From an optimization exercise on the open Yosys and OpenROAD flow, aimed at small area, a short achievable clock period and few clock cycles per item; shortcuts taken in it are not production practice.
At most, simulation tests tie the RTL to the original design; equivalence was not proved.
For runs 1 to 3, 6 and 7, only the layout was checked, not whether the RTL still works.
Power and IR drop assume default switching activity.

--- config.mk ---
export PLATFORM = sky130hd
export DESIGN_NAME = proc_simd_sat_alu_pipe
export DESIGN_NICKNAME = proc_simd_sat_alu_pipe
export VERILOG_FILES = /design/flow/design.v
export SDC_FILE = /design/flow/constraint.sdc
export NUM_CORES = 4
export LEC_CHECK = 0
export ABC_AREA = 1
export CAP_MARGIN = 20
export CORE_MARGIN = 2
export CORE_UTILIZATION = 55
export CTS_BUF_LIST = sky130_fd_sc_hd__clkbuf_4 sky130_fd_sc_hd__clkbuf_8
export CTS_CLUSTER_SIZE = 30
export SLEW_MARGIN = 20
--- constraint.sdc ---
create_clock -name core_clock -period 11.0 [get_ports {clk}]
set_input_delay 2.2000 -clock core_clock [delete_from_list [all_inputs] [get_ports {clk}]]
set_output_delay 2.2000 -clock core_clock [all_outputs]
set_load 0.01 [all_outputs]
--- design.v ---
module proc_simd_sat_alu_pipe #(
   parameter int p_nbits       = 32,
   parameter int p_ov_set_wins = 1
) (
   input  logic               clk,
   input  logic               reset,
   input  logic               req_val,
   output logic               req_rdy,
   input  logic [3:0]         req_fn,
   input  logic [1:0]         req_ew,
   input  logic [p_nbits-1:0] req_in0,
   input  logic [p_nbits-1:0] req_in1,
   output logic               resp_val,
   input  logic               resp_rdy,
   output logic [p_nbits-1:0] resp_out,
   output logic               resp_sat,
   input  logic               ov_clr,
   output logic               ov_flag
);
   logic        s1_val;
   logic [3:0]  fn;
   logic [31:0] a, bx;    
   logic        m8, m16, sad;
   logic [4:0]  shx [4];       
   logic        nm8, nm16;      
   logic [3:0]  ga, pa, gs, ps;    
   logic [3:0]  gg, gp;            
   logic        cj13, cb2;     
   logic        sub;
   logic        d_sub, d_m8, d_m16, d_sad, d_right;
   assign d_sad   = (req_ew == 2'd3);
   assign d_m8    = (req_ew == 2'd0) || d_sad;
   assign d_m16   = (req_ew == 2'd1);
   assign d_sub   = d_sad || (!req_fn[3] && !(req_fn == 4'd0 || req_fn == 4'd2 || req_fn == 4'd4))
                 || (req_fn == 4'd8) || (req_fn == 4'd9) || (req_fn == 4'd10) || (req_fn == 4'd11);
   assign d_right = ((req_fn == 4'd13) || (req_fn == 4'd14)) && !d_sad;
   logic [3:0]  d_ga, d_pa, d_gs, d_ps;
   always_comb begin
      for (int i = 0; i < 4; i++) begin
         logic [8:0] sa, ss;
         logic [7:0] nb;
         nb      = ~req_in1[8*i +: 8];
         sa      = 9'(req_in0[8*i +: 8]) + 9'(req_in1[8*i +: 8]);
         ss      = 9'(req_in0[8*i +: 8]) + 9'(nb);
         d_ga[i] = sa[8];
         d_gs[i] = ss[8];
         d_pa[i] = &(req_in0[8*i +: 8] ^ req_in1[8*i +: 8]);
         d_ps[i] = (req_in0[8*i +: 8] == req_in1[8*i +: 8]);
      end
   end
   logic [31:0] d_a;
   logic [4:0]  d_shb [4];
   logic [4:0]  d_shx [4];
   always_comb begin
      for (int j = 0; j < 32; j++) d_a[j] = d_right ? req_in0[31-j] : req_in0[j];
      for (int i = 0; i < 4; i++) begin
         if (d_m8)       d_shb[i] = {2'b00, req_in1[8*i +: 3]};
         else if (d_m16) d_shb[i] = {1'b0, req_in1[16*(i/2) +: 4]};
         else            d_shb[i] = req_in1[4:0];
      end
      for (int i = 0; i < 4; i++) d_shx[i] = d_right ? d_shb[3-i] : d_shb[i];
   end
   logic [3:0] cy, cb;    
   assign gg = sub ? gs : ga;
   assign gp = sub ? ps : pa;
   always_comb begin
      cy[0] = sub;
      cb[0] = gg[0] | (gp[0] & cy[0]);
      cy[1] = cj13 ? cb[0] : sub;
      cb[1] = gg[1] | (gp[1] & cy[1]);
      cy[2] = cb2 ? sub : cb[1];
      cb[2] = gg[2] | (gp[2] & cy[2]);
      cy[3] = cj13 ? cb[2] : sub;
      cb[3] = gg[3] | (gp[3] & cy[3]);
   end
   logic [31:0] s;
   always_comb begin
      for (int i = 0; i < 4; i++) begin
         logic [8:0] bs;
         bs = {a[8*i +: 8], 1'b1} + {bx[8*i +: 8], cy[i]};
         s[8*i +: 8] = bs[8:1];
      end
   end
   logic [3:0] nb, ab, vb, sgnb;
   always_comb begin
      for (int i = 0; i < 4; i++) begin
         nb[i]   = s[8*i+7];
         ab[i]   = a[8*i+7];
         vb[i]   = s[8*i+7] ^ a[8*i+7] ^ bx[8*i+7] ^ cb[i];
      end
   end
   logic [3:0] cl, vl, nl, al;    
   always_comb begin
      for (int i = 0; i < 4; i++) begin
         int t;
         t = m8 ? i : (m16 ? (i | 1) : 3);
         cl[i] = cb[t];
         vl[i] = vb[t];
         nl[i] = nb[t];
         al[i] = ab[t];
      end
   end
   logic [3:0] ult, slt, sltb;
   always_comb for (int i = 0; i < 4; i++)
      sltb[i] = (a[8*i+7] == bx[8*i+7]) ? a[8*i+7] : ~cb[i];
   assign ult = ~cl;
   always_comb for (int i = 0; i < 4; i++)
      slt[i] = m8 ? sltb[i] : (m16 ? sltb[i | 1] : sltb[3]);
   logic [31:0] msb;
   always_comb begin
      for (int j = 0; j < 32; j++)
         msb[j] = m8 ? ((j % 8) == 7) : (m16 ? ((j % 16) == 15) : (j == 31));
   end
   logic [31:0] x, y;
   logic [3:0]  fill;
   logic [31:0] st [6];
   always_comb begin
      x = a;
      for (int i = 0; i < 4; i++)
         fill[i] = (fn == 4'd14) && (!nm8 ? a[8*i] : (!nm16 ? a[16*(i/2)] : a[0]));
      st[0] = x;
      for (int k = 0; k < 5; k++) begin
         for (int j = 0; j < 32; j++) begin
            int base;
            base = !nm8 ? (j / 8) * 8 : (!nm16 ? (j / 16) * 16 : 0);
            if (shx[j/8][k]) begin
               if (j - (1 << k) >= base) st[k+1][j] = st[k][j - (1 << k)];
               else                      st[k+1][j] = fill[j/8];
            end else
               st[k+1][j] = st[k][j];
         end
      end
      y = st[5];
   end
   logic [3:0] ovb, ovs;
   always_comb begin
      for (int i = 0; i < 4; i++) begin
         logic [1:0] d, hi;
         logic       any, part;
         d    = m8 ? 2'd0 : (m16 ? 2'(~i & 1) : 2'(3 - i));
         hi   = shx[i][4:3];
         any  = 1'b0;
         part = 1'b0;
         for (int q = 0; q < 8; q++) begin
            logic df;
            df  = a[8*i+q] ^ al[i];
            any = any | df;
            if (shx[i][2:0] >= 3'(7 - q)) part = part | df;
         end
         ovb[i] = (hi > d) ? any : ((hi == d) ? part : 1'b0);
      end
      for (int i = 0; i < 4; i++)
         ovs[i] = m8 ? ovb[i] : (m16 ? (ovb[i|1] | ovb[i & 2]) : (|ovb));
   end
   logic [7:0]  ad [4];
   logic [3:0]  bw;    
   logic [10:0] x1, y1, sv1, cv1;
   assign bw = ~cb;
   always_comb for (int i = 0; i < 4; i++) ad[i] = s[8*i +: 8] ^ {8{bw[i]}};
   assign x1  = 11'(ad[0] ^ ad[1] ^ ad[2]);
   assign y1  = 11'({(ad[0] & ad[1]) | (ad[0] & ad[2]) | (ad[1] & ad[2]), bw[0]});
   assign sv1 = x1 ^ y1 ^ 11'(ad[3]);
   assign cv1 = {(x1[9:0] & y1[9:0]) | (x1[9:0] & 10'(ad[3])) | (y1[9:0] & 10'(ad[3])), bw[1]};
   logic [3:0] e_s, e_a, e_b, e_y, e_yr, e_one, e_svm, e_svo, satb;
   always_comb begin
      for (int i = 0; i < 4; i++) begin
         logic e_sv;
         e_s[i]  = (fn == 4'd0) || (fn == 4'd1) || ((fn == 4'd2 || fn == 4'd3) && !vl[i])
                || (fn == 4'd4 && !cl[i]) || (fn == 4'd5 && cl[i]);
         e_one[i] = (fn == 4'd4 && cl[i]) || (fn == 4'd10 && slt[i]) || (fn == 4'd11 && ult[i]);
         e_sv    = ((fn == 4'd2 || fn == 4'd3) && vl[i]) || (fn == 4'd15 && ovs[i]);
         e_a[i]  = (fn == 4'd6 && !slt[i]) || (fn == 4'd7 && slt[i])
                || (fn == 4'd8 && !ult[i]) || (fn == 4'd9 && ult[i]);
         e_b[i]  = (fn == 4'd6 && slt[i]) || (fn == 4'd7 && !slt[i])
                || (fn == 4'd8 && ult[i]) || (fn == 4'd9 && !ult[i]);
         e_y[i]  = (fn == 4'd12) || (fn == 4'd15 && !ovs[i]);
         e_yr[i] = (fn == 4'd13) || (fn == 4'd14);
         e_svm[i] = e_one[i] || (e_sv && al[i]);
         e_svo[i] = e_one[i] || (e_sv && !al[i]);
         case (fn)
            4'd2, 4'd3: satb[i] = vl[i];
            4'd4:       satb[i] = cl[i];
            4'd5:       satb[i] = ~cl[i];
            4'd15:      satb[i] = ovs[i];
            default:    satb[i] = 1'b0;
         endcase
      end
   end
   logic [31:0] res;
   always_comb begin
      for (int j = 0; j < 32; j++) begin
         int i;
         i = j / 8;
         res[j] = (e_s[i] & s[j]) | (e_a[i] & a[j]) | (e_b[i] & ~bx[j]) | (e_y[i] & y[j])
                | (e_yr[i] & y[31-j]) | (msb[j] ? e_svm[i] : e_svo[i]);
      end
   end
   logic [31:0] s2_in;
   logic        s2_sat_in;
   assign s2_in     = sad ? {8'd0, bw[3], bw[2], cv1, sv1} : res;
   assign s2_sat_in = !sad && (|satb);
   logic        s2_val, s2_sat, s2_sad, s2_clr, s2_keep;    
   logic [31:0] s2_r;
   logic [31:0] acc, acc_g, sp_out, o_in;
   logic [21:0] acc_hi_run;    
   logic [10:0] x3, y3;
   logic [11:0] sad_lo;
   assign acc_g = {acc[31:10] & {22{s2_keep}}, s2_clr ? 10'd0 : acc[9:0]};
   always_comb begin
      acc_hi_run[0] = 1'b1;
      for (int k = 1; k < 22; k++) acc_hi_run[k] = acc_hi_run[k-1] & acc_g[9+k];
   end
   assign x3     = 11'(acc_g[9:0]) ^ s2_r[10:0] ^ s2_r[21:11];
   assign y3     = {(10'(acc_g[9:0]) & s2_r[9:0]) | (10'(acc_g[9:0]) & s2_r[20:11])
                    | (s2_r[9:0] & s2_r[20:11]), s2_r[22]};
   assign sad_lo = {x3, 1'b1} + {y3, s2_r[23]};
   assign sp_out = {acc_g[31:10] ^ ({22{sad_lo[11]}} & acc_hi_run), sad_lo[10:1]};
   assign o_in   = s2_sad ? sp_out : s2_r;
   logic        o_val, k_val;
   logic [31:0] o_out, k_out;
   logic        o_sat, k_sat;
   logic        take, mv2, s2_ld, ov_set;
   assign mv2      = s2_val && !k_val;           
   assign s2_ld    = !s2_val || !k_val;          
   logic        s1_val_n, s2_val_n, k_val_n, rdy_q;
   assign req_rdy  = rdy_q;
   assign s1_val_n = req_rdy ? req_val : s1_val;
   assign s2_val_n = s2_ld ? s1_val : s2_val;
   assign k_val_n  = k_val ? !resp_rdy : (mv2 && o_val && !resp_rdy);
   assign take     = o_val && resp_rdy;
   assign resp_val = o_val;
   assign resp_out = o_out;
   assign resp_sat = o_sat;
   assign ov_set   = take && o_sat;
   always_ff @(posedge clk) begin
      if (!reset) begin
         s1_val  <= 1'b0;
         s2_val  <= 1'b0;
         rdy_q   <= 1'b1;
         o_val   <= 1'b0;
         k_val   <= 1'b0;
         acc     <= '0;
         ov_flag <= 1'b0;
      end else begin
         s1_val <= s1_val_n;
         s2_val <= s2_val_n;
         k_val  <= k_val_n;
         rdy_q  <= !s1_val_n || !s2_val_n || !k_val_n;
         if (!o_val || resp_rdy) o_val <= k_val || mv2;
         if (mv2 && s2_sad) acc <= sp_out;
         if (ov_set && ov_clr) ov_flag <= (p_ov_set_wins != 0);
         else if (ov_set)      ov_flag <= 1'b1;
         else if (ov_clr)      ov_flag <= 1'b0;
      end
   end
   always_ff @(posedge clk) begin
      if (req_rdy) begin
         fn    <= req_fn;
         a     <= d_a;
         bx    <= req_in1 ^ {32{d_sub}};
         m8    <= d_m8;
         m16   <= d_m16;
         sad   <= d_sad;
         for (int i = 0; i < 4; i++) shx[i] <= d_shx[i];
         nm8   <= !d_m8;
         nm16  <= !d_m16;
         sub   <= d_sub;
         ga    <= d_ga;
         pa    <= d_pa;
         gs    <= d_gs;
         ps    <= d_ps;
         cj13  <= !d_m8;
         cb2   <= d_m8 | d_m16;
      end
      if (s2_ld) begin
         s2_r   <= s2_in;
         s2_sat <= s2_sat_in;
         s2_sad <= sad;
         s2_clr <= fn[0];
         s2_keep <= !fn[0];
      end
      if (!o_val || resp_rdy) begin
         o_out <= k_val ? k_out : o_in;
         o_sat <= k_val ? k_sat : s2_sat;
      end
      if (!k_val) begin
         k_out <= o_in;
         k_sat <= s2_sat;
      end
   end
endmodule
--- flow/run.sh ---
#!/bin/bash
set -o pipefail
export SETUP_SLACK_MARGIN=8
export TNS_END_PERCENT=0
bash standard.sh finish > standard_flow.log 2>&1
--- standard.sh ---
#!/bin/bash
# synth_recipe.tcl (not shown) runs the flow's synth.tcl, then flattens the netlist and writes it again
# the make line also repeats each setting of config.mk as NAME=value (left out here)
make -C /OpenROAD-flow-scripts/flow DESIGN_CONFIG=/design/flow/config.mk WORK_HOME=/design/flow/orfs CLKGATE_MAP_FILE= SYNTH_SCRIPT=/design/flow/synth_recipe.tcl "${@:-finish}"
==> results.ini, run 1 <==
[status]
status=complete, no violations

[power_and_ir_drop]
power_density_nw_per_um2=200
pwr-share-clk_pct=20.5
p_int_mw=2.48
power.net_switching_mw=1.86
combPwrFrac_pct=47.4
vdd_drop_max_mv=0.168
p_leak_nw=10.1
switching_share_pct=42.9
seqPwrFrac_pct=32.1

[sta]
skew_ns=0.0468
rsz0062_at_grt=true
max_freq_ghz=0.247
layout_min_cycle_time_ns=4.04
relSlewSlack_pct=29.6
setup_tns_ns=0
maxSlewViolCount=0
setup_viol=0
min_period_over_period_pct=36.7
hold_viol=0
worst_pin_slew_ns=1.05

[worst_setup_path]
rrSetupSlack_ns=6.96
crit_path_end_kind=flop
slowest_delay_ns=0.49
critPathArrivalTime_ns=4.40
path_max_fanout=8
path_class=flop to flop
crit_required_ns=11.36
cp-start-kind=flop
path_delay_family=simple AND/OR/NAND/NOR gates
cp_num_buf_inv=1
slowest_stage=fa_1
crit_chain=buf_6, nand2_2, nand2_2, nand3_4, nand3_2, nand3_2, nand3_2, nand3_2, nand2_1, fa_1, o21ai_2, nand2_1, o311a_1, nand3b_1, nand3_1, nand2_1, nand2_1, nand3_2, nand2_1, o21ai_0, a21oi_1, a21oi_1

[yosys]
yosys.area.top_type_share_pct=27.6
syn_area_per_cell_sq_um=7.39
synth_top_cell_by_area=edfxtp_1
netlist_area_sq_um=18900
synth-xor-area-share_pct=4.94
synthSimpleGateAreaFrac_pct=26.1
yosysWarnings=37
post-synth-top-count-cell=nand2_1
synthAdderAreaFrac_pct=10.5
synthTopCellsByArea=edfxtp_1 28%, nand2_1 13%, dfxtp_1 7.5%
synth-seq-area-share_pct=35.1
async_flop_share_pct=0
ys_dominant_reg_cell=edfxtp_1
synth_edf_count=174
yosys-top-cells-count=680 x nand2_1, 284 x inv_1, 256 x o21ai_0
synth_top_family_by_area=simple AND/OR/NAND/NOR gates
syn-instance-count=2561
ys_types=62
muxShareOfSynthArea_pct=0.899
ys_ff_latch=245
synth_compound_area_share_pct=14.9
syn-num-nets=2776

[cells_and_area]
layout-drive-gt1-share_pct=8.08
fillers=2962
diodes=0
fin_nets=2892
area_delta_synth_final_pct=14.9
final_cell_area_sq_um=21700

[place]
gp_congestion=1.04
port_buffers=110
dp_hpwl_mm=51.0
dpl_cell_area_sq_um=20400

[job]
cap_violations=0

[die]
num_rows=67
die_area_sq_um=35900
die_h_microns=190
coreArea_sq_um=33700
initial_core_util_pct=56.2
die_x_microns=190
top_level_ports=111

[routing]
postRouteAntennaNets=0
wl_per_cell_microns=20.6
drc=0
wirelength_mm=64.9
drt_iter0_markers=1798
vias=18500
drtPass1Iterations=6
viasPerCell=5.85

[clock_network]
cts_root_buf=clkbuf_8
cts_sinks=245
cts_max_level=2
clock_path_buffers=3
path_clk_slew_ns=0.06
insertion_delay_ns=0.63
numCtsBuffers=43
cts_tree=built

[global_routing]
grt_pass1_wl_mm=99.2
antenna_found_initial=0
overflow=0
grt_usage_pct=36.3
grt_max_degree=56
grt_pass1_vias=17900

[worst_hold_path]
min_path_type=flop to flop

-- path summary, 6_finish.rpt --
check                            from       to  cells past startpoint
worst max register to register    sub  s2_r[8]                     22
worst max-delay path              sub  s2_r[8]                     22
worst min register to register  k_sat    k_sat                      2
worst min-delay path            k_sat    k_sat                      2
-- layer usage --
| layer | track usage [%] | vias up | part of all wire (%) |
|---|---|---|---|
| met5 | 0 | - | 0 |
| met4 | 22.6 | 0 | 7.1 |
| met3 | 6.08 | 231 | 8.0 |
| met2 | 59.8 | 927 | 46 |
| met1 | 44.5 | 8574 | 39 |
| li1 | - | 8749 | - |
-- state kept, by name (all words and copies together) (netlist names), 3 cells and up --
name   count
shx       15
s2_r      32
pa         3
ps         4
bx        32
a         32
acc       32
ga         4
gs         4
o_out     32
k_out     32
fn         4
-- worst reg2reg max path: stages (launching register included) --
cell and delay, ns:
edfxtp_1 0.46, buf_6 0.17, nand2_2 0.05, nand2_2 0.07
nand3_4 0.11, nand3_2 0.09, nand3_2 0.08, nand3_2 0.10
nand3_2 0.10, nand2_1 0.21, fa_1 0.49, o21ai_2 0.23
nand2_1 0.08, o311a_1 0.18, nand3b_1 0.25, nand3_1 0.21
nand2_1 0.07, nand2_1 0.07, nand3_2 0.22, nand2_1 0.13
o21ai_0 0.08, a21oi_1 0.23, a21oi_1 0.13
-- layout make-up --
class / instances / area [sq um] / area share [%]
timing repair buffer: 145 / 1430 / 6.57
clock inverter: 12 / 106 / 0.489
timing repair inverter: 1 / 6.26 / 0.0288
tap: 448 / 561 / 2.58
multi-input combinational: 1938 / 11000 / 50.6
inverter: 303 / 1170 / 5.37
clock buffer: 66 / 815 / 3.75
sequential: 245 / 6650 / 30.6
-- power groups by stage --
stage / logic [mW] / registers (mW) / clock network [mW]
4_1_cts: 2.00 / 1.39 / 0.901
6_report: 2.06 / 1.39 / 0.890
3_3_place_gp: 1.88 / 1.40 / 0
5_1_grt: 2.25 / 1.41 / 0.943
3_5_place_dp: 1.92 / 1.41 / 0
2_1_floorplan: 1.27 / 1.34 / 0
-- per-stage QoR --
| step | instances | util (%) | hold slack [ns] | total power, mW | setup WS (ns) |
|---|---|---|---|---|---|
| after floorplan | 2561 | - | 0.414 | 2.61 | 6.95 |
| after global placement | 3056 | 60.6 | 0.431 | 3.28 | 5.54 |
| after detailed placement | 3057 | 60.7 | 0.435 | 3.33 | 5.41 |
| after CTS | 3155 | 64.4 | 0.447 | 4.29 | 7.00 |
| after global routing | 3158 | 64.5 | 0.483 | 4.60 | 6.78 |
| final | 3158 | 64.5 | 0.449 | 4.34 | 6.96 |
-- cell usage in the layout, fill, tap and decap left out, types with 69 or more instances in the layout --
cell | netlist | final
ha_1 | 109 | 109
a21oi_1 | 150 | 146
clkdlybuf4s50_1 | 0 | 110
inv_1 | 284 | 284
dfxtp_1 | 71 | 69
xor2_1 | 89 | 86
nand3_1 | 156 | 151
o21ai_0 | 256 | 250
nand2_1 | 680 | 669
edfxtp_1 | 174 | 174
nor2_1 | 216 | 215
-- repair_timing --
item / in CTS / in global routing
hold buffers: 0 / 0
buffers inserted: 18 / 3
pin swaps: 18 / 1
cloned: 2 / 0
setup endpoints to repair: 279 / 281
gates resized for setup: 44 / 5
-- cell families (layout without fill, tap and decap cells) --
kind of cell	count (synthesis)	in the layout
simple gates	1164	1164
compound gates	511	511
buf+inv	378	527
flops	245	245
fa+ha+maj	140	140
xor+xnor	106	106
mux	17	17
==> inputs of run 2 (changes only) <==
--- a/design.v
+++ b/design.v
@@ -73,12 +73,25 @@
       cy[3] = cj13 ? cb[2] : sub;
       cb[3] = gg[3] | (gp[3] & cy[3]);
    end
-   logic [31:0] s;
-   always_comb begin
-      for (int i = 0; i < 4; i++) begin
-         logic [8:0] bs;
-         bs = {a[8*i +: 8], 1'b1} + {bx[8*i +: 8], cy[i]};
-         s[8*i +: 8] = bs[8:1];
+   logic [31:0] s, bp, bg;
+   assign bp = a ^ bx;
+   assign bg = a & bx;
+   always_comb begin
+      for (int i = 0; i < 4; i++) begin
+         logic [7:0] g, p, g2, p2;
+         g = bg[8*i +: 8];
+         p = bp[8*i +: 8];
+         for (int d = 1; d < 8; d = d * 2) begin
+            g2 = g; p2 = p;
+            for (int k = d; k < 8; k++) begin
+               g2[k] = g[k] | (p[k] & g[k-d]);
+               p2[k] = p[k] & p[k-d];
+            end
+            g = g2; p = p2;
+         end
+         s[8*i] = bp[8*i] ^ cy[i];
+         for (int k = 1; k < 8; k++)
+            s[8*i+k] = bp[8*i+k] ^ (g[k-1] | (p[k-1] & cy[i]));
       end
    end
    logic [3:0] nb, ab, vb, sgnb;
@@ -155,7 +168,7 @@
    logic [7:0]  ad [4];
    logic [3:0]  bw;    
    logic [10:0] x1, y1, sv1, cv1;
-   assign bw = ~cb;
+   assign bw = ~(gs | ps);
    always_comb for (int i = 0; i < 4; i++) ad[i] = s[8*i +: 8] ^ {8{bw[i]}};
    assign x1  = 11'(ad[0] ^ ad[1] ^ ad[2]);
    assign y1  = 11'({(ad[0] & ad[1]) | (ad[0] & ad[2]) | (ad[1] & ad[2]), bw[0]});
==> flow/run.sh (replaced) <==
#!/bin/bash
set -o pipefail
export SETUP_SLACK_MARGIN=8
export TNS_END_PERCENT=0
export BUFFER_PORTS_ARGS="-buffer_cell sky130_fd_sc_hd__buf_2"
bash standard.sh finish > standard_flow.log 2>&1
==> run 2 against run 1 <==
  * First-iteration DRC count fell by 3.8%
  * Setup slack improved by 0.27 ns
  * Critical endpoint is now o_out[31]
  * Area after synthesis rose by 2.1%
  * Core utilization fell by 1.3 points
  * Maximum frequency rose by 7.0%
  * Synthesized cell count rose by 3.9%
  * Clock power fell by 2%
  * Final cell count rose by 3.5%
  * Non-clock buffer count rose by 12
  * Still clean on timing, DRC and antenna
  * Routed wire length rose by 7.1%
  * Clock skew fell by 0.016 ns
  * Sequential power barely moved
==> results.ini, run 2 <==
[yosys]
syn-num-nets=2877
synth_top_cell_by_area=edfxtp_1
yosys.area.top_type_share_pct=27.0
ys_ff_latch=245
yosys-top-cells-count=770 x nand2_1, 310 x inv_1, 266 x o21ai_0
synth-seq-area-share_pct=34.4
yosysWarnings=37
synth_edf_count=174
syn-instance-count=2662
synthTopCellsByArea=edfxtp_1 27%, nand2_1 15%, dfxtp_1 7.4%
post-synth-top-count-cell=nand2_1
ys_types=63
netlist_area_sq_um=19300
ys_dominant_reg_cell=edfxtp_1
async_flop_share_pct=0
syn_area_per_cell_sq_um=7.26

[sta]
worst_pin_slew_ns=1.11
rsz0062_at_grt=true
setup_tns_ns=0
skew_ns=0.0303
holdWs_ns=0.467
min_period_over_period_pct=34.3
relSlewSlack_pct=25.8
layout_min_cycle_time_ns=3.78
setup_viol=0
max_freq_ghz=0.265
hold_viol=0
maxSlewViolCount=0

[global_routing]
grt_pass1_vias=18100
grt_max_degree=81
grt_usage_pct=37.9
antenna_found_initial=0
grt_pass1_wl_mm=103
overflow=0

[clock_network]
cts_sinks=245
cts_root_buf=clkbuf_8
cts_max_level=2
clock_path_buffers=3
numCtsBuffers=41
path_clk_slew_ns=0.06
insertion_delay_ns=0.61
cts_tree=built
ctsHoldBuffers=0

[worst_setup_path]
crit_path_frequent_cell=nor2_2
cp_num_buf_inv=1
critPathArrivalTime_ns=4.22
cp-start-kind=flop
crit_path_end_kind=flop
rrSetupSlack_ns=7.22
path_class=flop to flop
r2r_cells=19
path_max_fanout=10
path_depth=19
rr_startpoint=s2_clr
slowest_delay_ns=0.48
path_delay_family=simple AND/OR/NAND/NOR gates
crit_required_ns=11.44
regToRegEndpoint=o_out[31]
slowest_stage=fa_1
crit_chain=buf_12, nor2_2, fa_1, ha_4, nand2_1, nor2_2, nand3_2, nand4_1, nand2_2, or2_4, nor2_4, nand4_1, nor2_2, nand2_2, nor2_4, nand2_1, o21ai_2, nor2_1, o21ai_2

[worst_hold_path]
hold_end=k_out[25]
hold_depth=2
hold_start=k_out[25]
min_path_type=flop to flop

[status]
status=complete, no violations

[cells_and_area]
layout-drive-gt1-share_pct=13.3
fin_nets=3000
layout_common_cells=752 x nand2_1, 307 x inv_1, 259 x o21ai_0, 189 x nor2_1, 174 x edfxtp_1
diodes=0
area_delta_synth_final_pct=13.1
final_common_cell=nand2_1

[die]
die_x_microns=191
top_level_ports=111
num_rows=68
initial_core_util_pct=55.9
die_area_sq_um=36700
coreArea_sq_um=34500
die_h_microns=191

[routing]
drc=0
vias=19100
wirelength_mm=69.5
postRouteAntennaNets=0
wl_per_cell_microns=21.3
drtPass1Iterations=6
drt_iter0_markers=1729
viasPerCell=5.84

[job]
cap_violations=0

[power_and_ir_drop]
vdd_drop_max_mv=0.181
p_leak_nw=10.4
power_density_nw_per_um2=198

[place]
port_buffers=110
gp_congestion=1.04
dp_hpwl_mm=54.4

-- run 2: cell count changes in the layout (fill, tap and decap cells not counted), moves of 10 or more --
cell	previous run	this run
clkdlybuf4s50_1	110	0
nor3_1	8	21
nor2_1	215	189
nand2_1	669	752
xor2_1	86	69
o21ai_1	21	4
o211ai_1	29	19
clkbuf_4	15	4
buf_2	0	110
inv_1	284	307
-- run 2: tightest hold or removal path: stages (launching register included) --
cell,delay (ns)
dfxtp_1,0.31
nand2_1,0.05
o21ai_0,0.08
-- run 2: cell families (layout without fill, tap and decap cells) --
kind of cell,after synthesis,count (layout),synth area share [%]
and+or+nand+nor,1253,1253,27.7
AOI/OAI and AO/OA,505,505,14.2
buffers and inverters,403,556,8.02
DFF,245,245,34.4
adders and majority gates,140,140,10.3
xor gates and xnor gates,102,102,4.62
muxes,14,14,0.732
-- run 2: worst max path at each step --
stage,to,startpoint
final,o_out[31],s2_clr
after global routing,o_out[31],s2_clr
after CTS,o_out[30],s2_clr
after detailed placement,shx[3][1],req_ew[0]
after global placement,shx[2][1],req_ew[0]
after floorplan,ga[0],req_in1[1]
-- run 2: final cells by class --
| type | count | area, sq um |
|---|---|---|
| timing repair buffer | 157 | 986 |
| clock inverter | 25 | 224 |
| inverter | 326 | 1240 |
| multi-input combinational | 2014 | 11500 |
| clock buffer | 48 | 636 |
| sequential | 245 | 6650 |
| fill | 3031 | 12700 |
| tap | 455 | 569 |
-- run 2: per-layer routing --
layer	global-route usage [%]	vias to the layer above	wire length, microns
met5	0	-	0
li1	-	9019	-
met2	62.4	999	32400
met3	5.64	217	5470
met4	21.5	0	4070
met1	47.5	8862	27500
-- run 2: timing repair --
item,CTS,global route
resized for setup,46,46
pin swaps,23,30
setup endpoints to repair,231,238
setup buffers,20,13
cloned,0,1
-- run 2: through the flow --
stage          utilization (%)  cell area (sq um)  worst slack [ns]  total power, mW  instances
6_report                  63.3              21900              7.22             4.32       3270
5_1_grt                   63.3              21900              7.06             4.57       3270
4_1_cts                   62.4              21600              7.28             4.19       3255
3_5_place_dp              58.7              20300              6.43             3.20       3162
3_3_place_gp              58.7              20300              6.48             3.16       3162
2_1_floorplan                -              19400              7.58             2.58       2662
-- run 2: where the power goes --
| part | switching (mW) | internal [mW] | leakage, nW |
|---|---|---|---|
| Clock | 0.392 | 0.480 | 0.439 |
| Sequential | 0.152 | 1.22 | 2.46 |
| Combinational | 1.30 | 0.779 | 7.48 |
==> inputs of run 3 (changes only) <==
--- a/design.v
+++ b/design.v
@@ -293,7 +293,7 @@
          s2_keep <= !fn[0];
       end
       if (!o_val || resp_rdy) begin
-         o_out <= k_val ? k_out : o_in;
+         o_out <= (s2_sad && !k_val) ? sp_out : (k_val ? k_out : s2_r);
          o_sat <= k_val ? k_sat : s2_sat;
       end
       if (!k_val) begin
==> run 3 against run 2 <==
  * Setup slack worse by 0.015 ns
  * Combinational power grew 9%
  * Global-route usage shrank 0.57 points
  * Critical path depth rose by 3
  * Power grew 4.5%
  * Critical path type unchanged
  * Critical endpoint unchanged
==> results.ini, run 3 <==
[status]
status=complete, no violations

[cells_and_area]
finalNonFillerCells=3371
diodes=0
fillers=3132
layout_common_cells=882 x nand2_1, 322 x inv_1, 212 x o21ai_0, 206 x edfxtp_1, 174 x nor2_1
final_common_cell=nand2_1
layout-drive-gt1-share_pct=13.7
fin_nets=3092
final_core_util_pct=63.3
final_cell_area_sq_um=22500
area_delta_synth_final_pct=13.7

[power_and_ir_drop]
vdd_drop_max_mv=0.228
total_power_mw=4.52
power_density_nw_per_um2=201
p_leak_nw=11.0

[routing]
vias=19600
viasPerCell=5.80
drc=0
drtPass1Iterations=6
postRouteAntennaNets=0
wirelength_mm=71.5
wl_per_cell_microns=21.2
drt_iter0_markers=1783

[yosys]
yosys-top-cells-count=911 x nand2_1, 325 x inv_1, 220 x o21ai_0
yosys.area.top_type_share_pct=31.3
post-synth-top-count-cell=nand2_1
async_flop_share_pct=0
ys_ff_latch=245
synthTopCellsByArea=edfxtp_1 31%, nand2_1 17%, ha_1 6.9%
ys_types=57
yosysWarnings=37
syn-instance-count=2737
netlist_area_sq_um=19700
ys_dominant_reg_cell=edfxtp_1
synth_edf_count=206
synth-seq-area-share_pct=35.3
syn_area_per_cell_sq_um=7.21
synth_top_cell_by_area=edfxtp_1
syn-num-nets=2952

[worst_setup_path]
path_depth=22
slowest_delay_ns=0.46
setup.worst_path.end=o_out[31]
cp-start-kind=flop
crit_required_ns=11.37
slowest_stage=fa_1
rr_startpoint=s2_clr
cp_num_buf_inv=1
path_max_fanout=6
path_delay_family=simple AND/OR/NAND/NOR gates
path_class=flop to flop
critPathArrivalTime_ns=4.16
r2r_cells=22
crit_chain=buf_12, nor2_4, fa_1, ha_4, nand2_2, nor2_1, nand2_1, nand2_2, nand2_1, o21ai_2, nand2_1, nand2_1, nand2_2, nand2_4, xor2_4, nand4_1, nor2_4, nand4_1, nand2_1, nand2_2, nand2_1, nand2_1
crit_path_end_kind=flop
crit_start=s2_clr
crit_path_frequent_cell=nand2_1
rrSetupSlack_ns=7.21
regToRegEndpoint=o_out[31]

[sta]
relSlewSlack_pct=24.8
rsz0062_at_grt=true
maxSlewViolCount=0
setup_viol=0
max_freq_ghz=0.264
layout_min_cycle_time_ns=3.79
hold_viol=0
skew_ns=0.0345
setup_tns_ns=0
worst_pin_slew_ns=1.12
min_period_over_period_pct=34.5

[clock_network]
clock_path_buffers=3
cts_root_buf=clkbuf_8
path_clk_slew_ns=0.06
insertion_delay_ns=0.62
cts_max_level=2
ctsHoldBuffers=0
cts_tree=built
numCtsBuffers=42
cts_sinks=245

[place]
port_buffers=110
gp_congestion=1.06
dp_cells=3250
dp_hpwl_mm=55.1
dpl_cell_area_sq_um=20800

[job]
cap_violations=0

[die]
die_area_sq_um=37400
coreArea_sq_um=35500
initial_core_util_pct=55.6
die_x_microns=193
die_h_microns=193
top_level_ports=111
num_rows=69

[global_routing]
antenna_found_initial=0
grt_pass1_vias=18700
grt_pass1_wl_mm=107
grt_max_degree=73
grt_usage_pct=37.3
overflow=0

[worst_hold_path]
min_path_type=flop to flop
hold_depth=2

run 3: cell count changes after synthesis, sizes merged, moves of 5 or more:
cell / previous run / this run
nand4: 34 / 25
o21ai: 271 / 231
nor2: 206 / 189
a21oi: 159 / 140
edfxtp: 174 / 206
or2: 19 / 24
nand2: 794 / 931
inv: 321 / 334
a31oi: 7 / 13
dfxtp: 71 / 39
run 3: power breakdown:
group	total, mW	switching [mW]	internal (mW)
sequential	1.42	0.162	1.26
clock	0.835	0.390	0.445
combinational	2.26	1.39	0.870
total	4.52	1.95	2.57
run 3: worst min-delay path by stage:
| stage | from | to |
|---|---|---|
| detailed placement | k_sat | k_sat |
| CTS | k_sat | k_sat |
| floorplan | k_sat | k_sat |
| global placement | k_sat | k_sat |
| global route | acc[10] | acc[10] |
| finish | k_sat | k_sat |
run 3: layout make-up:
class / instances / area (sq um) / share of cell area [%]
multi-input cells: 2077 / 11700 / 52.2
flip-flops and latches: 245 / 6970 / 31.0
inverters: 342 / 1300 / 5.77
repair buffers: 169 / 1050 / 4.67
clock buffers: 57 / 709 / 3.16
well taps: 461 / 577 / 2.57
clock inverters: 20 / 121 / 0.540
run 3: metal layers:
metal  up-vias  routed length (microns)  GRT usage (%)  part of all wire (%)
met3       249                     5540           6.80                   7.7
met4         0                     5130           22.3                   7.2
li1       9243                        -              -                     -
met2       989                    32900           61.3                    46
met5         -                        0              0                     0
met1      9083                    27900           45.9                    39
run 3: logic make-up after synthesis:
kind of cell	count (synthesis)	synth area share, %
and+or+nand+nor	1367	28.7
adders and majority gates	140	10.1
DFF	245	35.3
buffers and inverters	415	8.00
muxes	10	0.507
xor gates and xnor gates	107	4.84
AOI/OAI and AO/OA	453	12.6
run 3: what timing repair did:
action,CTS,global route
buffers inserted,39,5
endpoints found under the setup margin,236,245
pin swaps,63,31
gates resized for setup,77,34
run 3: per-stage QoR:
stage          worst slack, ns  hold slack, ns
2_1_floorplan             7.60           0.418
3_3_place_gp              6.66           0.434
3_5_place_dp              6.55           0.441
4_1_cts                   7.35           0.456
5_1_grt                   7.01           0.482
6_report                  7.21           0.458
run 3: worst reg2reg max path: stages, from the launching register on:
cell,delay (ns)
edfxtp_1,0.44
buf_12,0.18
nor2_4,0.08
fa_1,0.46
ha_4,0.31
nand2_2,0.08
nor2_1,0.17
nand2_1,0.12
nand2_2,0.09
nand2_1,0.06
o21ai_2,0.15
nand2_1,0.07
nand2_1,0.09
nand2_2,0.07
nand2_4,0.10
xor2_4,0.21
nand4_1,0.21
nor2_4,0.21
nand4_1,0.15
nand2_1,0.13
nand2_2,0.07
nand2_1,0.05
nand2_1,0.06
==> inputs of run 4 (changes only) <==
--- a/design.v
+++ b/design.v
@@ -23,7 +23,6 @@
    logic        m8, m16, sad;
    logic [4:0]  shx [4];       
    logic        nm8, nm16;      
-   logic [3:0]  ga, pa, gs, ps;    
    logic [3:0]  gg, gp;            
    logic        cj13, cb2;     
    logic        sub;
@@ -34,18 +33,15 @@
    assign d_sub   = d_sad || (!req_fn[3] && !(req_fn == 4'd0 || req_fn == 4'd2 || req_fn == 4'd4))
                  || (req_fn == 4'd8) || (req_fn == 4'd9) || (req_fn == 4'd10) || (req_fn == 4'd11);
    assign d_right = ((req_fn == 4'd13) || (req_fn == 4'd14)) && !d_sad;
-   logic [3:0]  d_ga, d_pa, d_gs, d_ps;
+   logic [31:0] d_bx;
+   logic [3:0]  d_g, d_p;
+   assign d_bx = req_in1 ^ {32{d_sub}};
    always_comb begin
       for (int i = 0; i < 4; i++) begin
-         logic [8:0] sa, ss;
-         logic [7:0] nb;
-         nb      = ~req_in1[8*i +: 8];
-         sa      = 9'(req_in0[8*i +: 8]) + 9'(req_in1[8*i +: 8]);
-         ss      = 9'(req_in0[8*i +: 8]) + 9'(nb);
-         d_ga[i] = sa[8];
-         d_gs[i] = ss[8];
-         d_pa[i] = &(req_in0[8*i +: 8] ^ req_in1[8*i +: 8]);
-         d_ps[i] = (req_in0[8*i +: 8] == req_in1[8*i +: 8]);
+         logic [8:0] gsum;
+         gsum   = 9'(req_in0[8*i +: 8]) + 9'(d_bx[8*i +: 8]);
+         d_g[i] = gsum[8];
+         d_p[i] = &(req_in0[8*i +: 8] ^ d_bx[8*i +: 8]);
       end
    end
    logic [31:0] d_a;
@@ -61,8 +57,6 @@
       for (int i = 0; i < 4; i++) d_shx[i] = d_right ? d_shb[3-i] : d_shb[i];
    end
    logic [3:0] cy, cb;    
-   assign gg = sub ? gs : ga;
-   assign gp = sub ? ps : pa;
    always_comb begin
       cy[0] = sub;
       cb[0] = gg[0] | (gp[0] & cy[0]);
@@ -168,7 +162,7 @@
    logic [7:0]  ad [4];
    logic [3:0]  bw;    
    logic [10:0] x1, y1, sv1, cv1;
-   assign bw = ~(gs | ps);
+   assign bw = ~(gg | gp);
    always_comb for (int i = 0; i < 4; i++) ad[i] = s[8*i +: 8] ^ {8{bw[i]}};
    assign x1  = 11'(ad[0] ^ ad[1] ^ ad[2]);
    assign y1  = 11'({(ad[0] & ad[1]) | (ad[0] & ad[2]) | (ad[1] & ad[2]), bw[0]});
@@ -270,7 +264,7 @@
       if (req_rdy) begin
          fn    <= req_fn;
          a     <= d_a;
-         bx    <= req_in1 ^ {32{d_sub}};
+         bx    <= d_bx;
          m8    <= d_m8;
          m16   <= d_m16;
          sad   <= d_sad;
@@ -278,10 +272,8 @@
          nm8   <= !d_m8;
          nm16  <= !d_m16;
          sub   <= d_sub;
-         ga    <= d_ga;
-         pa    <= d_pa;
-         gs    <= d_gs;
-         ps    <= d_ps;
+         gg    <= d_g;
+         gp    <= d_p;
          cj13  <= !d_m8;
          cb2   <= d_m8 | d_m16;
       end
==> run 4 against run 3 <==
  * Global-route usage shrank 0.44 points
  * Synthesized cell count fell by 8.2%
  * Setup slack worse by 0.094 ns
  * Critical path depth shrank 10
  * Hold slack improved by 0.0024 ns
  * Combinational power shrank 8%
==> results.ini, run 4 <==
[status]
status=complete, no violations

[sta]
maxSlewViolCount=0
max_freq_ghz=0.257
hold_viol=0
skew_ns=0.0302
min_period_over_period_pct=35.3
rsz0062_at_grt=true
relSlewSlack_pct=20.6
worst_pin_slew_ns=1.19
setup_tns_ns=0
layout_min_cycle_time_ns=3.89
setup_viol=0

[yosys]
ys_ff_latch=238
synth-seq-area-share_pct=36.5
synthTopCellsByArea=edfxtp_1 32%, nand2_1 16%, o21ai_0 5.9%
post-synth-top-count-cell=nand2_1
syn-num-nets=2695
yosys.area.top_type_share_pct=32.3
syn-instance-count=2512
synth_top_cell_by_area=edfxtp_1
synth_edf_count=199
yosys-top-cells-count=795 x nand2_1, 249 x inv_1, 220 x o21ai_0
netlist_area_sq_um=18500
ys_dominant_reg_cell=edfxtp_1
async_flop_share_pct=0
syn_area_per_cell_sq_um=7.37
yosysWarnings=37
ys_types=64

[place]
dp_cells=3002
gp_congestion=1.07
dp_hpwl_mm=50.1
dpl_cell_area_sq_um=19400
port_buffers=110

[global_routing]
grt_pass1_vias=17100
grt_pass1_wl_mm=98.0
antenna_found_initial=0
grt_max_degree=84
grt_usage_pct=36.9
overflow=0

[die]
num_rows=67
top_level_ports=111
die_x_microns=187
die_area_sq_um=35100
coreArea_sq_um=33400
initial_core_util_pct=55.5
die_h_microns=187

[cells_and_area]
fin_nets=2819
diodes=0
finalNonFillerCells=3117
final_common_cell=nand2_1
final_cell_area_sq_um=21000
layout_common_cells=784 x nand2_1, 246 x inv_1, 216 x o21ai_0, 199 x edfxtp_1, 183 x nor2_1
layout-drive-gt1-share_pct=14.1
area_delta_synth_final_pct=13.7

[routing]
drc=0
vias=18000
drtPass1Iterations=5
viasPerCell=5.76
wirelength_mm=65.4
wl_per_cell_microns=21.0
postRouteAntennaNets=0
drt_iter0_markers=1749

[worst_setup_path]
path_class=input pin to flop
critPathArrivalTime_ns=4.26
path_delay_family=compound AO/OA/AOI/OAI gates
crit_chain=buf_8, ha_4, a2111o_2, nand2_8, buf_6, buf_4, xnor2_2, ha_1, nand2_1, inv_1, o21ai_1, o211ai_1
crit_path_end_kind=flop
crit_required_ns=11.38
cp_num_buf_inv=4
path_max_fanout=8
slowest_stage=a2111o_2
cp-start-kind=input pin
slowest_delay_ns=0.52

[power_and_ir_drop]
power_density_nw_per_um2=204
vdd_drop_max_mv=0.136
p_leak_nw=9.85

[clock_network]
path_clk_slew_ns=0.06
cts_max_level=2
clock_path_buffers=3
cts_root_buf=clkbuf_8
cts_sinks=238
insertion_delay_ns=0.63
ctsHoldBuffers=0
cts_tree=built
numCtsBuffers=42

[worst_hold_path]
min_path_type=flop to flop

[job]
cap_violations=0

==> run 4: cell types whose count changed after synthesis, sizes merged, moves of 7 or more <==
cell | before | now
edfxtp | 206 | 199
a211oi | 5 | 13
nand2 | 931 | 826
inv | 334 | 261
clkbuf | 54 | 65
a21oi | 140 | 127
ha | 109 | 77
==> run 4: layer usage <==
layer / share of wire, % / track usage, %
met1: 39 / 45.9
met2: 47 / 61.5
met3: 7.8 / 6.27
met4: 5.9 / 20.0
met5: 0 / 0
==> run 4: what timing repair did <==
action,in CTS,in global routing
buffers inserted,14,20
endpoints found under the setup margin,230,233
pin swaps,9,20
gates resized for setup,34,62
endpoints found under the hold margin,0,0
gates cloned,3,1
==> run 4: logic make-up (layout without fill, tap and decap cells) <==
kind of cell	count (synthesis)	in the layout	synth area share [%]
multiplexers	6	6	0.325
AO/OA/AOI/OAI	452	452	13.7
XOR/XNOR	111	111	5.29
AND/OR/NAND/NOR	1250	1253	28.4
adder cells (fa/ha/maj)	108	108	8.56
buffers and inverters	347	501	7.19
flip-flops	238	238	36.5
==> run 4: worst register-to-register path, stage by stage (launching register included) <==
cell and delay, ns:
edfxtp_1 0.39, buf_12 0.17, clkinv_8 0.10, nand2_4 0.12
nand3_2 0.09, nand3_1 0.11, nand2_2 0.10, buf_4 0.15
fa_1 0.37, xnor2_1 0.36, xor2_1 0.27, fa_1 0.49
fa_1 0.47, or2_2 0.30, nand2_1 0.07, inv_1 0.04
==> run 4: metrics by stage <==
stage               power, mW  setup slack (ns)  utilization, %  hold WS, ns
finish                   4.30              7.11            63.1        0.460
global route             4.58              7.04            63.1        0.496
CTS                      4.17              7.05            61.5        0.460
detailed placement       3.32              5.76            58.1        0.452
global placement         3.27              5.91            58.1        0.435
floorplan                2.68              6.88               -        0.418
==> run 4: power by group <==
part           internal [mW]  switching, mW  leakage (nW)
clock                  0.435          0.387         0.437
sequential              1.24          0.162          2.48
combinational          0.754           1.32          6.94
==> run 4: final timing paths <==
kind / from / to / slack [ns] / depth (start not counted)
worst max-delay path: req_ew[0] / gg[1] / 7.11 / 12
worst min-delay path: ov_flag / ov_flag / 0.46 / 2
worst max register to register: nm8 / s2_r[13] / 7.16 / 15
worst min register to register: ov_flag / ov_flag / 0.46 / 2
==> run 4: cell type report <==
type | instances | area (sq um)
repair buffers | 158 | 1000
flip-flops and latches | 238 | 6760
fillers | 3088 | 12300
clock inverters | 14 | 77.6
well taps | 448 | 561
multi-input cells | 1930 | 10900
clock buffers | 63 | 742
inverters | 266 | 1020
Testbench counts of run 4, summed over its fixed seeds: cycles 16,024, items 16,000.
==> inputs of run 5 (changes only) <==
--- a/config.mk
+++ b/config.mk
@@ -9,6 +9,4 @@
 export CAP_MARGIN = 20
 export CORE_MARGIN = 2
 export CORE_UTILIZATION = 55
-export CTS_BUF_LIST = sky130_fd_sc_hd__clkbuf_4 sky130_fd_sc_hd__clkbuf_8
-export CTS_CLUSTER_SIZE = 30
 export SLEW_MARGIN = 20
==> run 5 against run 4 <==
  * Synthesized cell count unchanged
  * Clock power up 9.0%
  * Critical path depth down 1
  * Flip-flop and latch count unchanged
  * Power up 1.3%
  * Setup slack better by 0.010 ns
  * Maximum frequency up 0.27%
  * Critical path type unchanged
  * Critical endpoint is now gg[0]
  * Largest cell class unchanged
  * Largest power group unchanged
  * Highest routed layer unchanged
==> results.ini, run 5 <==
[clock_network]
clock_path_buffers=3
cts_sinks=238
path_clk_slew_ns=0.06
cts_tree=built
cts_root_buf=clkbuf_16
numCtsBuffers=25
insertion_delay_ns=0.57
cts_max_level=1

[cells_and_area]
diodes=0
fin_nets=2803
fillers=3082
layout_common_cells=786 x nand2_1, 247 x inv_1, 218 x o21ai_0, 199 x edfxtp_1, 183 x nor2_1
seq_area_sq_um=6760
layout-drive-gt1-share_pct=12.6
final_cell_area_sq_um=21000
area_delta_synth_final_pct=13.3
finalNonFillerCells=3087
multi_input_area_sq_um=10800
final_common_cell=nand2_1

[die]
die_h_microns=187
num_rows=67
top_level_ports=111
coreArea_sq_um=33400
initial_core_util_pct=55.5
die_x_microns=187
die_area_sq_um=35100

[sta]
maxSlewViolCount=0
worst_pin_slew_ns=1.10
relSlewSlack_pct=26.8
holdWs_ns=0.460
max_freq_ghz=0.258
hold_viol=0
setup_tns_ns=0
skew_ns=0.0119
rsz0062_at_grt=true
setup_viol=0
layout_min_cycle_time_ns=3.88
min_period_over_period_pct=35.2

[yosys]
ys_ff_latch=238
async_flop_share_pct=0
yosysWarnings=37
netlist_area_sq_um=18500
synth_edf_count=199
syn-instance-count=2512
synth-seq-area-share_pct=36.5
post-synth-top-count-cell=nand2_1
ys_dominant_reg_cell=edfxtp_1
syn_area_per_cell_sq_um=7.37
yosys.area.top_type_share_pct=32.3
ys_types=64
synthTopCellsByArea=edfxtp_1 32%, nand2_1 16%, o21ai_0 5.9%
synth_top_cell_by_area=edfxtp_1
yosys-top-cells-count=795 x nand2_1, 249 x inv_1, 220 x o21ai_0
syn-num-nets=2695

[power_and_ir_drop]
power_density_nw_per_um2=208
vdd_drop_max_mv=0.145
total_power_mw=4.35
p_leak_nw=9.82

[worst_setup_path]
cp_num_buf_inv=2
path_class=input pin to flop
path_delay_family=compound AO/OA/AOI/OAI gates
crit_required_ns=11.31
r2r_cells=14
slowest_stage=a2111o_2
slowest_delay_ns=0.44
path_max_fanout=8
cp-start-kind=input pin
path_depth=11
critPathArrivalTime_ns=4.18
crit_chain=buf_8, ha_4, a2111o_2, nand2_8, buf_4, xor2_1, ha_1, a21oi_1, nor2_1, a211oi_2, o211ai_1
crit_path_end_kind=flop

[global_routing]
overflow=0
grtUsageMet3_pct=5.70
grt_pass1_wl_mm=96.8
grt_max_degree=84
grt_pass1_vias=17000
globalRouteMet1Util_pct=44.9
grt_use_met2_pct=60.6
grt_usage_pct=36.0
top_usage_layer=met2
antenna_found_initial=0

[job]
cap_violations=0

[place]
dp_cells=3002
gp_congestion=1.07
port_buffers=110
dpl_cell_area_sq_um=19400
dp_hpwl_mm=50.1

[worst_hold_path]
hold_depth=2
min_path_type=flop to flop

[routing]
wl_per_cell_microns=20.8
vias=17900
drtPass1Iterations=6
wirelength_mm=64.2
postRouteAntennaNets=0
viasPerCell=5.80
drc=0
drt_iter0_markers=1643

[status]
status=complete, no violations

==> run 5: per-stage QoR <==
step | setup WS, ns | utilization (%)
finish | 7.12 | 62.8
global route | 7.06 | 62.8
CTS | 7.07 | 61.6
detailed placement | 5.76 | 58.1
global placement | 5.91 | 58.1
floorplan | 6.88 | -
==> run 5: cell type report <==
cell class / count / share of cell area [%]
clock inverters: 13 / 0.860
inverters: 266 / 4.86
clock buffers: 33 / 3.28
flip-flops and latches: 238 / 32.3
well taps: 448 / 2.67
multi-input cells: 1929 / 51.3
repair buffers: 160 / 4.78
==> run 5: worst register-to-register path, cell delays in order (launching register included) <==
cell and delay (ns):
edfxtp_1 0.46, nand2_1 0.17, nand3_1 0.13, nand3_1 0.10, nand3_1 0.12, nand2_2 0.11
buf_4 0.15, fa_1 0.37, xnor2_1 0.36, xor2_1 0.28, fa_1 0.49, fa_1 0.46
or2_2 0.30, nand2_1 0.07, inv_1 0.04
==> run 5: cells by family (layout without fill, tap and decap cells) <==
family	after synthesis	in the layout	share of synthesized area, %
AND/OR/NAND/NOR	1250	1252	28.4
buffers and inverters	347	472	7.19
XOR/XNOR	111	111	5.29
adder cells (fa/ha/maj)	108	108	8.56
multiplexers	6	6	0.325
flip-flops	238	238	36.5
AO/OA/AOI/OAI	452	452	13.7
==> run 5: timing repair <==
action,in CTS,in global routing
setup endpoints to repair,229,233
pin swaps,12,16
endpoints found under the hold margin,0,0
cloned,1,2
setup buffers,13,23
hold buffers,0,0
gates resized for setup,30,42
==> run 5: power by group <==
| part | switching [mW] | internal [mW] |
|---|---|---|
| sequential | 0.161 | 1.24 |
| combinational | 1.31 | 0.748 |
| clock | 0.360 | 0.536 |
==> run 5: worst paths after layout <==
check        startpoint        to  slack, ns
min             ov_flag   ov_flag       0.46
max reg2reg         sub  s2_r[13]       7.13
min reg2reg     ov_flag   ov_flag       0.46
max           req_ew[1]     gg[0]       7.12
==> run 5: layer usage <==
metal / vias up / routed length (microns)
li1: 8534 / -
met1: 8348 / 24900
met5: - / 0
met3: 191 / 5020
met4: 0 / 4120
met2: 846 / 30100
==> inputs of run 6 (changes only) <==
--- a/design.v
+++ b/design.v
@@ -161,13 +161,14 @@
    end
    logic [7:0]  ad [4];
    logic [3:0]  bw;    
-   logic [10:0] x1, y1, sv1, cv1;
+   logic [10:0] sv1, cv1;
+   logic [9:0]  p01, p23;
    assign bw = ~(gg | gp);
    always_comb for (int i = 0; i < 4; i++) ad[i] = s[8*i +: 8] ^ {8{bw[i]}};
-   assign x1  = 11'(ad[0] ^ ad[1] ^ ad[2]);
-   assign y1  = 11'({(ad[0] & ad[1]) | (ad[0] & ad[2]) | (ad[1] & ad[2]), bw[0]});
-   assign sv1 = x1 ^ y1 ^ 11'(ad[3]);
-   assign cv1 = {(x1[9:0] & y1[9:0]) | (x1[9:0] & 10'(ad[3])) | (y1[9:0] & 10'(ad[3])), bw[1]};
+   assign p01 = {1'b0, ad[0], 1'b1} + {1'b0, ad[1], bw[0]};
+   assign p23 = {1'b0, ad[2], 1'b1} + {1'b0, ad[3], bw[2]};
+   assign sv1 = 11'(p01[9:1]);
+   assign cv1 = 11'(p23[9:1]);
    logic [3:0] e_s, e_a, e_b, e_y, e_yr, e_one, e_svm, e_svo, satb;
    always_comb begin
       for (int i = 0; i < 4; i++) begin
@@ -204,7 +205,7 @@
    end
    logic [31:0] s2_in;
    logic        s2_sat_in;
-   assign s2_in     = sad ? {8'd0, bw[3], bw[2], cv1, sv1} : res;
+   assign s2_in     = sad ? {8'd0, bw[3], bw[1], cv1, sv1} : res;
    assign s2_sat_in = !sad && (|satb);
    logic        s2_val, s2_sat, s2_sad, s2_clr, s2_keep;    
    logic [31:0] s2_r;
==> run 6 against run 5 <==
  * Still clean
  * Combinational power up 3%
  * Setup slack worse by 0.060 ns
  * Final cell count up 1.6%
  * Clock power down 1%
  * Flip-flop and latch count unchanged
  * Sequential share of layout area down 0.14 points
  * Power up 0.63%
  * Non-clock buffer count down 6
  * Hold slack worse by 0.0050 ns
  * Via count up 1.6%
  * Critical path depth unchanged
  * Critical endpoint is now gg[3]
  * Largest power group unchanged
  * Highest routed layer unchanged
==> results.ini, run 6 <==
[worst_setup_path]
r2r_cells=19
path_max_fanout=6
critPathArrivalTime_ns=4.22
crit_path_end_kind=flop
crit_required_ns=11.28
path_class=input pin to flop
cp-start-kind=input pin

[global_routing]
grt_pass1_vias=17100
overflow=0
grt_max_degree=67
grt_usage_pct=36.0
grt_pass1_wl_mm=97.1
antenna_found_initial=0

[routing]
drc=0
wl_per_cell_microns=20.5
wirelength_mm=64.3
drt_iter0_markers=1652
viasPerCell=5.80
drtPass1Iterations=7
postRouteAntennaNets=0
vias=18200

[yosys]
synthAdderAreaFrac_pct=7.88
yosys-top-cells-count=798 x nand2_1, 277 x inv_1, 254 x o21ai_0
syn-instance-count=2561
synthTopCellsByArea=edfxtp_1 32%, nand2_1 16%, o21ai_0 6.8%
synth-seq-area-share_pct=36.4
synth-xor-area-share_pct=5.47
synth_edf_count=199
ys_ff_latch=238
netlist_area_sq_um=18600
syn_area_per_cell_sq_um=7.25
ys_types=60
synthSimpleGateAreaFrac_pct=27.4
synth_top_family_by_area=simple AND/OR/NAND/NOR gates
yosysWarnings=37
synth_compound_area_share_pct=14.4
ys_dominant_reg_cell=edfxtp_1
muxShareOfSynthArea_pct=0.809
synth_top_cell_by_area=edfxtp_1
post-synth-top-count-cell=nand2_1
yosys.area.top_type_share_pct=32.2
syn-num-nets=2744
async_flop_share_pct=0

[cells_and_area]
fin_nets=2852
final_common_cell=nand2_1
final_core_util_pct=63.1
area_delta_synth_final_pct=13.4
seq_area_sq_um=6760
diodes=0
layout-drive-gt1-share_pct=11.5
fillers=2994
layout_common_cells=790 x nand2_1, 275 x inv_1, 251 x o21ai_0, 199 x edfxtp_1, 175 x nor2_1
multi_input_area_sq_um=10800
final_cell_area_sq_um=21100
finalNonFillerCells=3137

[sta]
setup_viol=0
maxSlewViolCount=0
worst_pin_slew_ns=0.898
setup_tns_ns=0
setup_ws_ns=7.06
max_freq_ghz=0.254
rsz0062_at_grt=true
hold_viol=0
relSlewSlack_pct=39.8
min_period_over_period_pct=35.8
skew_ns=0.0234
layout_min_cycle_time_ns=3.94
holdWs_ns=0.455

[status]
status=complete, no violations

[power_and_ir_drop]
vdd_drop_max_mv=0.134
total_power_mw=4.38
p_leak_nw=9.96
power_density_nw_per_um2=208

[job]
cap_violations=0

[place]
dpl_cell_area_sq_um=19500
port_buffers=110
dp_hpwl_mm=50.0
place_ws_ns=5.89
gp_congestion=1.09
dp_cells=3057

[die]
die_h_microns=188
die_area_sq_um=35200
num_rows=67
initial_core_util_pct=55.6
die_x_microns=188
coreArea_sq_um=33400
top_level_ports=111

[clock_network]
numCtsBuffers=26
clock_path_buffers=3
ctsHoldBuffers=0
cts_max_level=1
cts_root_buf=clkbuf_16
cts_tree=built
insertion_delay_ns=0.56
cts_sinks=238
path_clk_slew_ns=0.06

[worst_hold_path]
hold_depth=2
min_path_type=flop to flop

-- run 6: cell count changes after synthesis, moves of 6 or more --
cell / change
a21oi_1: +20
fa_1: -16
ha_1: +16
inv_1: +28
mux2i_1: +9
nand2_2: -7
nor2_1: -13
nor3_1: -6
o211ai_1: -6
o21ai_0: +34
-- run 6: logic make-up after synthesis --
kind of cell | Yosys count
and+or+nand+nor | 1225
AOI/OAI and AO/OA | 492
buffers and inverters | 368
DFF | 238
xor gates and xnor gates | 115
adders and majority gates | 108
muxes | 15
-- run 6: routing by layer --
| metal | vias to the layer above | wire length, microns | GRT usage (%) |
|---|---|---|---|
| met3 | 211 | 4940 | 4.34 |
| met4 | 0 | 3870 | 19.0 |
| met1 | 8395 | 25100 | 44.7 |
| met2 | 888 | 30400 | 61.5 |
| met5 | - | 0 | 0 |
| li1 | 8714 | - | - |
-- run 6: layout make-up --
class | instances | share of cell area [%]
Inverter | 293 | 5.28
Sequential cell | 238 | 32.1
Clock buffer | 40 | 3.63
Clock inverter | 8 | 0.464
Tap cell | 448 | 2.66
Multi-Input combinational cell | 1956 | 51.1
Timing Repair Buffer | 154 | 4.72
-- run 6: path summary, 6_finish.rpt --
kind	from	slack, ns	end
hold / removal	k_sat	0.46	k_sat
setup reg to reg	a[9]	7.10	s2_r[7]
setup / recovery	req_ew[1]	7.06	gg[3]
hold reg to reg	k_sat	0.46	k_sat
-- run 6: power by group --
| group | switching [mW] | internal [mW] | leakage, nW |
|---|---|---|---|
| combinational | 1.36 | 0.754 | 7.04 |
| clock | 0.359 | 0.526 | 0.425 |
| sequential | 0.155 | 1.22 | 2.50 |
| total | 1.87 | 2.50 | 9.96 |
-- run 6: critical path, cell delays in order --
cell and delay (ns):
buf_2 0.13, ha_4 0.18, a2111o_2 0.42, nand2_8 0.15
buf_12 0.17, xor2_2 0.16, ha_1 0.27, a21oi_1 0.18
nor2_1 0.06, a211oi_1 0.16, o211ai_1 0.10
-- run 6: what timing repair did --
item                                   4_1_cts  5_1_grt
setup endpoints to repair                  232      237
gates resized for setup                     45       30
gates cloned                                 2        1
pin swaps                                   14       18
endpoints found under the hold margin        0        0
buffers inserted                            17       11
==> inputs of run 7 (changes only) <==
--- a/design.v
+++ b/design.v
@@ -23,6 +23,7 @@
    logic        m8, m16, sad;
    logic [4:0]  shx [4];       
    logic        nm8, nm16;      
+   logic [3:0]  ga, pa, gs, ps;    
    logic [3:0]  gg, gp;            
    logic        cj13, cb2;     
    logic        sub;
@@ -33,15 +34,18 @@
    assign d_sub   = d_sad || (!req_fn[3] && !(req_fn == 4'd0 || req_fn == 4'd2 || req_fn == 4'd4))
                  || (req_fn == 4'd8) || (req_fn == 4'd9) || (req_fn == 4'd10) || (req_fn == 4'd11);
    assign d_right = ((req_fn == 4'd13) || (req_fn == 4'd14)) && !d_sad;
-   logic [31:0] d_bx;
-   logic [3:0]  d_g, d_p;
-   assign d_bx = req_in1 ^ {32{d_sub}};
+   logic [3:0]  d_ga, d_pa, d_gs, d_ps;
    always_comb begin
       for (int i = 0; i < 4; i++) begin
-         logic [8:0] gsum;
-         gsum   = 9'(req_in0[8*i +: 8]) + 9'(d_bx[8*i +: 8]);
-         d_g[i] = gsum[8];
-         d_p[i] = &(req_in0[8*i +: 8] ^ d_bx[8*i +: 8]);
+         logic [8:0] sa, ss;
+         logic [7:0] nb;
+         nb      = ~req_in1[8*i +: 8];
+         sa      = 9'(req_in0[8*i +: 8]) + 9'(req_in1[8*i +: 8]);
+         ss      = 9'(req_in0[8*i +: 8]) + 9'(nb);
+         d_ga[i] = sa[8];
+         d_gs[i] = ss[8];
+         d_pa[i] = &(req_in0[8*i +: 8] ^ req_in1[8*i +: 8]);
+         d_ps[i] = (req_in0[8*i +: 8] == req_in1[8*i +: 8]);
       end
    end
    logic [31:0] d_a;
@@ -57,6 +61,8 @@
       for (int i = 0; i < 4; i++) d_shx[i] = d_right ? d_shb[3-i] : d_shb[i];
    end
    logic [3:0] cy, cb;    
+   assign gg = sub ? gs : ga;
+   assign gp = sub ? ps : pa;
    always_comb begin
       cy[0] = sub;
       cb[0] = gg[0] | (gp[0] & cy[0]);
@@ -163,7 +169,7 @@
    logic [3:0]  bw;    
    logic [10:0] sv1, cv1;
    logic [9:0]  p01, p23;
-   assign bw = ~(gg | gp);
+   assign bw = ~(gs | ps);
    always_comb for (int i = 0; i < 4; i++) ad[i] = s[8*i +: 8] ^ {8{bw[i]}};
    assign p01 = {1'b0, ad[0], 1'b1} + {1'b0, ad[1], bw[0]};
    assign p23 = {1'b0, ad[2], 1'b1} + {1'b0, ad[3], bw[2]};
@@ -265,7 +271,7 @@
       if (req_rdy) begin
          fn    <= req_fn;
          a     <= d_a;
-         bx    <= d_bx;
+         bx    <= req_in1 ^ {32{d_sub}};
          m8    <= d_m8;
          m16   <= d_m16;
          sad   <= d_sad;
@@ -273,8 +279,10 @@
          nm8   <= !d_m8;
          nm16  <= !d_m16;
          sub   <= d_sub;
-         gg    <= d_g;
-         gp    <= d_p;
+         ga    <= d_ga;
+         pa    <= d_pa;
+         gs    <= d_gs;
+         ps    <= d_ps;
          cj13  <= !d_m8;
          cb2   <= d_m8 | d_m16;
       end
==> run 7 against run 6 <==
  * Largest power group unchanged
  * Routed wire length grew 1.7%
  * Global-route usage decreased by 0.90 points
  * Sequential power is 3% higher
==> results.ini, run 7 <==
[die]
die_x_microns=193
die_h_microns=193
initial_core_util_pct=55.4
top_level_ports=111
coreArea_sq_um=35300
num_rows=69
die_area_sq_um=37100

[routing]
wirelength_mm=65.4
postRouteAntennaNets=0
drtPass1Iterations=9
viasPerCell=5.84
drc=0
vias=18900
wl_per_cell_microns=20.2
drt_iter0_markers=2183

[global_routing]
grt_usage_pct=35.1
antenna_found_initial=0
overflow=0
grt_pass1_vias=17400
grt_max_degree=55
grt_pass1_wl_mm=98.1

[place]
dpl_cell_area_sq_um=20600
place_ws_ns=5.76
dp_hpwl_mm=51.5
gp_congestion=0.998
port_buffers=110
dp_cells=3162

[clock_network]
ctsHoldBuffers=0
path_clk_slew_ns=0.06
insertion_delay_ns=0.56
cts_sinks=245
numCtsBuffers=27
cts_tree=built
cts_root_buf=clkbuf_16
clock_path_buffers=3
cts_max_level=1

[sta]
worst_pin_slew_ns=1.12
min_period_over_period_pct=35.8
setup_ws_ns=7.06
relSlewSlack_pct=24.3
rsz0062_at_grt=true
layout_min_cycle_time_ns=3.94
skew_ns=0.0163
maxSlewViolCount=0
hold_viol=0
max_freq_ghz=0.254
setup_tns_ns=0
setup_viol=0

[yosys]
synth-seq-area-share_pct=35.6
syn-instance-count=2655
syn_area_per_cell_sq_um=7.37
yosysWarnings=37
yosys-top-cells-count=801 x nand2_1, 292 x inv_1, 267 x o21ai_0
synth_top_cell_by_area=edfxtp_1
ys_dominant_reg_cell=edfxtp_1
synthTopCellsByArea=edfxtp_1 32%, nand2_1 15%, ha_1 8.0%
ys_types=65
post-synth-top-count-cell=nand2_1
yosys.area.top_type_share_pct=31.6
syn-num-nets=2870
netlist_area_sq_um=19600
synth_edf_count=206
async_flop_share_pct=0
ys_ff_latch=245

[worst_hold_path]
hold_end=k_sat
min_path_type=flop to flop
hold_depth=2
hold_start=k_sat

[cells_and_area]
final_common_cell=nand2_1
area_delta_synth_final_pct=12.0
layout_common_cells=792 x nand2_1, 288 x inv_1, 262 x o21ai_0, 206 x edfxtp_1, 168 x nor2_1
finalNonFillerCells=3236
final_cell_area_sq_um=21900
layout-drive-gt1-share_pct=10.6
diodes=0
fin_nets=2970

[worst_setup_path]
crit_required_ns=11.35
critPathArrivalTime_ns=4.29
path_class=flop to flop
path_max_fanout=6
path_delay_family=compound AO/OA/AOI/OAI gates
rrSetupSlack_ns=7.06
slowest_stage=ha_1
cp-start-kind=flop
r2r_cells=25
crit_path_frequent_cell=nand3_4
rr_startpoint=sub
crit_path_end_kind=flop
slowest_delay_ns=0.40
cp_num_buf_inv=5
regToRegEndpoint=s2_r[17]

[power_and_ir_drop]
power_density_nw_per_um2=208
p_leak_nw=10.5
vdd_drop_max_mv=0.186

[job]
cap_violations=0

[status]
status=complete, no violations

==> run 7: cell count changes after synthesis, sizes merged, moves of 7 or more <==
cell    change
o21ai      +21
edfxtp      +7
nand3      -12
xor2       +26
xnor2      -14
nand4       -9
buf         +9
ha         +32
o21bai      +7
inv        +12
==> run 7: where the power goes <==
part / switching [mW] / leakage [nW] / internal, mW
Clock: 0.387 / 0.466 / 0.597
Combinational: 1.37 / 7.45 / 0.798
Sequential: 0.161 / 2.56 / 1.26
==> run 7: worst max-delay path by stage <==
| stage | from | to | slack [ns] | depth (start not counted) |
|---|---|---|---|---|
| after global routing | sub | s2_r[19] | 6.89 | 25 |
| after floorplan | sub | s2_r[19] | 7.44 | 25 |
| after CTS | sub | s2_r[19] | 7.16 | 25 |
| after global placement | req_ew[0] | shx[2][2] | 5.87 | 9 |
| after detailed placement | req_ew[0] | a[29] | 5.76 | 8 |
| final | sub | s2_r[17] | 7.06 | 25 |
==> run 7: timing repair <==
action,CTS,global route
pin swaps,13,16
endpoints found under the setup margin,231,245
resized for setup,25,25
setup buffers,16,8
cloned,1,0
==> run 7: stage by stage <==
stage	utilization (%)	power, mW	hold WS [ns]
after floorplan	-	2.77	0.418
after global placement	58.2	3.34	0.433
after detailed placement	58.2	3.40	0.446
after CTS	61.6	4.47	0.459
after global routing	62.1	4.86	0.481
final	62.1	4.57	0.457
==> run 7: cells by family after synthesis <==
kind of cell / count (synthesis) / synth area share [%]
buffers and inverters: 386 / 7.48
flip-flops: 245 / 35.6
adder cells (fa/ha/maj): 140 / 9.52
XOR/XNOR: 127 / 5.72
multiplexers: 11 / 0.562
AO/OA/AOI/OAI: 545 / 15.6
AND/OR/NAND/NOR: 1201 / 25.6
==> run 7: tightest hold or removal path, cell delays in order (launching register included) <==
cell     delay (ns)
dfxtp_1        0.30
nand2_1        0.04
nand2_1        0.07
==> run 7: layout make-up <==
type / count / area, sq um
fillers: 3177 / 13400
multi-input cells: 2024 / 11400
flip-flops and latches: 245 / 6970
inverters: 307 / 1170
repair buffers: 150 / 908
clock buffers: 30 / 697
well taps: 461 / 577
clock inverters: 19 / 256
==> run 7: per-layer routing <==
| layer | vias to the layer above | part of all wire, % | GRT usage, % | routed length, microns |
|---|---|---|---|---|
| met2 | 896 | 46 | 58.3 | 30400 |
| li1 | 9023 | - | - | - |
| met4 | 0 | 5.6 | 17.6 | 3680 |
| met5 | - | 0 | 0 | 0 |
| met3 | 184 | 8.2 | 4.22 | 5400 |
| met1 | 8798 | 40 | 45.1 | 25900 |

Check on run 7: ideal ports give 7.060 ns setup slack; a clkbuf_16 on the clock port and buf_2 on the inputs give 7.060 ns; moving port delays by the midpoint clock arrival (0.607 ns) as well gives 6.547 ns.
